Context: an optimization exercise on an open-source flow, tuned for small area. The choices shown serve that exercise and are no tape-out recipe. Function was checked by simulation only, so behaviour that the tests miss may differ from the original. Power figures rest on the tool's default switching activity, not on a simulated workload. The clock port is modelled as an ideal driver; clocking choices that lean on that would not hold on a real chip.

// dcache_top
module dcache_top (
  input  logic        CLK,
  input  logic        nRST,
  input  logic        cpu_ren,
  input  logic        cpu_wen,
  input  logic        cpu_halt,
  input  logic [31:0] cpu_addr,
  input  logic [31:0] cpu_store,
  output logic        cpu_hit,
  output logic [31:0] cpu_load,
  output logic        cpu_flushed,
  output logic        mem_ren,
  output logic        mem_wen,
  output logic [31:0] mem_addr,
  output logic [31:0] mem_store,
  input  logic        dwait,
  input  logic [31:0] dload
);
Size: roughly 4,600 cells after synthesis, ~1,500 flip-flops, about 200 I/O pins, about 50,000 sq um of cells after synthesis.
clock: 12.0 ns
lec_check: 0
abc_area: 1
cap_margin: 5
core_margin: 2
core_utilization: 65
place_density: 0.75
slew_margin: 5
standard.sh (not shown) runs the stock make flow with config.mk's settings and CLKGATE_MAP_FILE= SYNTH_SCRIPT=/design/flow/synth_recipe.tcl, a recipe that flattens the netlist after the stock synthesis.
==> flow/flow/run.sh <==
#!/bin/bash
# Own layout flow: the standard ORFS flow (standard.sh) with two changes to
# synthesis, which otherwise runs synth_recipe.tcl unchanged:
#  - yosys synth also gets -noabc (no generic ABC pass before mapping), so the
#    RTL's and-or structure reaches the final mapping;
#  - the final ABC mapping uses flow/abc_amap.script (area-oriented).
# Extra make variables (port buffer cell, CTS options) come from flow/extra.mk.
# Every tool's output goes to a log of its own in this folder.
set -euo pipefail
W=$PWD
{
  cat <<'TCL'
# map combinational logic with flow/abc_amap.script instead of ORFS's script
proc abc {args} {
  set i [lsearch -exact $args -script]
  if {$i >= 0} { lset args [expr {$i + 1}] $::env(FLOW_ABC_SCRIPT) }
  yosys abc {*}$args
}
TCL
  sed 's/yosys synth -nofsm -noshare /yosys synth -nofsm -noshare -noabc /' synth_recipe.tcl
} > own_synth.tcl
grep -q -- '-nofsm -noshare -noabc' own_synth.tcl
export FLOW_ABC_SCRIPT=$W/flow/abc_amap.script
EXTRA=(SYNTH_SCRIPT=$W/own_synth.tcl)
if [[ -f flow/extra.mk ]]; then
  while read -r line; do [[ -n "$line" ]] && EXTRA+=("$line"); done < flow/extra.mk
fi
bash standard.sh "${EXTRA[@]}" synth > synth.log 2>&1
bash standard.sh "${EXTRA[@]}" finish > layout.log 2>&1
==> flow/flow/abc_amap.script <==
strash
dch
amap
==> flow/flow/extra.mk <==
BUFFER_PORTS_ARGS=-buffer_cell sky130_fd_sc_hd__buf_1
CTS_ARGS=-sink_clustering_enable -repair_clock_nets -dont_use_dummy_load -buf_list sky130_fd_sc_hd__clkbuf_16 -sink_clustering_size 30 -sink_clustering_max_diameter 80
The baseline completed without violations.
==> next run, changes <==
Settings changed: CORE_UTILIZATION 65 to 70, PLACE_DENSITY 0.75 to 0.8.
Effect: The new run finished with max-capacitance violations, max-slew violations left. Cell area barely changes. Sequential power hardly moves. Hold slack is better by 6.0 ps. Wire length is higher slightly. Clock-buffer cell count is lower by 1. Setup slack is better by 12 ps. Die area is lower by a little under a tenth. Power hardly moves. Final cell count is lower slightly.

== old ==
Another version of the RTL of dcache_top (not shown whole).
Size in the first run: about 2900 cells after synthesis, roughly 1500 flip-flops, about 200 I/O pins.
export LEC_CHECK = 0
export ABC_AREA = 1
export CAP_MARGIN = 5
export CORE_MARGIN = 2
export CORE_UTILIZATION = 65
export PLACE_DENSITY = 0.75
export SLEW_MARGIN = 5
create_clock -name core_clock -period 12.0 [get_ports {CLK}]
==> flow/flow/abc_amap.script <==
strash
dch -f
amap
==> flow/flow/extra.mk <==
BUFFER_PORTS_ARGS=-buffer_cell sky130_fd_sc_hd__buf_1
CTS_ARGS=-sink_clustering_enable -repair_clock_nets -dont_use_dummy_load -buf_list sky130_fd_sc_hd__clkbuf_16 -sink_clustering_size 30 -sink_clustering_max_diameter 80
GPL_KEEP_OVERFLOW=0.3
Scripts as last shown in full above: flow/flow/run.sh
The following lists how new was set up differently from old:
--- a/flow/flow/extra.mk
+++ b/flow/flow/extra.mk
@@ -3 +2,0 @@
-GPL_KEEP_OVERFLOW=0.3
==> run notes <==
- new vs old, highest metal layer used by the detailed router: met5 vs met4
- new against old: time the worst path needs with I/O delays and setup moved up, met2 routed wirelength decreased by 2400 µm relative to the old numbers.
- Comparing old against new, there is no change at all in unique cell type count in the Yosys netlist.
- The met2 track demand over resource reported for new is smaller than that of old by 1.3 points.
- Diff old -> new: final area down 4.0%, via count down 1141, setup slack fell by 0.27 ns.

[separate check: timing with driven ports]
In the flow no input, the clock included, has a driving cell. The finished layouts below were timed again as built, in two steps.
Step 1 sets driving cells, clkbuf_16 on the clock port and buf_2 on the other inputs (assumed; they add their load-dependent delay and slew).
Step 2 also shifts input and output timing later by t, the mid clock arrival at the registers, as if the neighbouring blocks saw the same clock.
Three values: ideal, step 1, step 2; two values: the first two.
| run | t (ns) | setup WS [ns] | hold WS [ns] | worst data-port slew with drivers (ns) |
|---|---|---|---|---|
| the first run of note 1 | 0.741 | 0.910 / 0.888 / 0.888 | 0.327 / 0.327 / 0.327 | 0.08 |
| the second run of note 1 | 0.736 | 0.922 / 0.900 / 0.900 | 0.333 / 0.333 / 0.333 | 0.06 |
| old | 0.726 | 0.524 / 0.494 / 0.494 | 0.532 / 0.532 / 0.532 | 0.09 |
| new | 0.729 | 0.255 / 0.233 / 0.233 | 0.542 / 0.542 / 0.542 | 0.09 |
For old, which loses most, drivers alone change the setup slack by -0.030 ns; drivers and shift together by -0.030 ns.
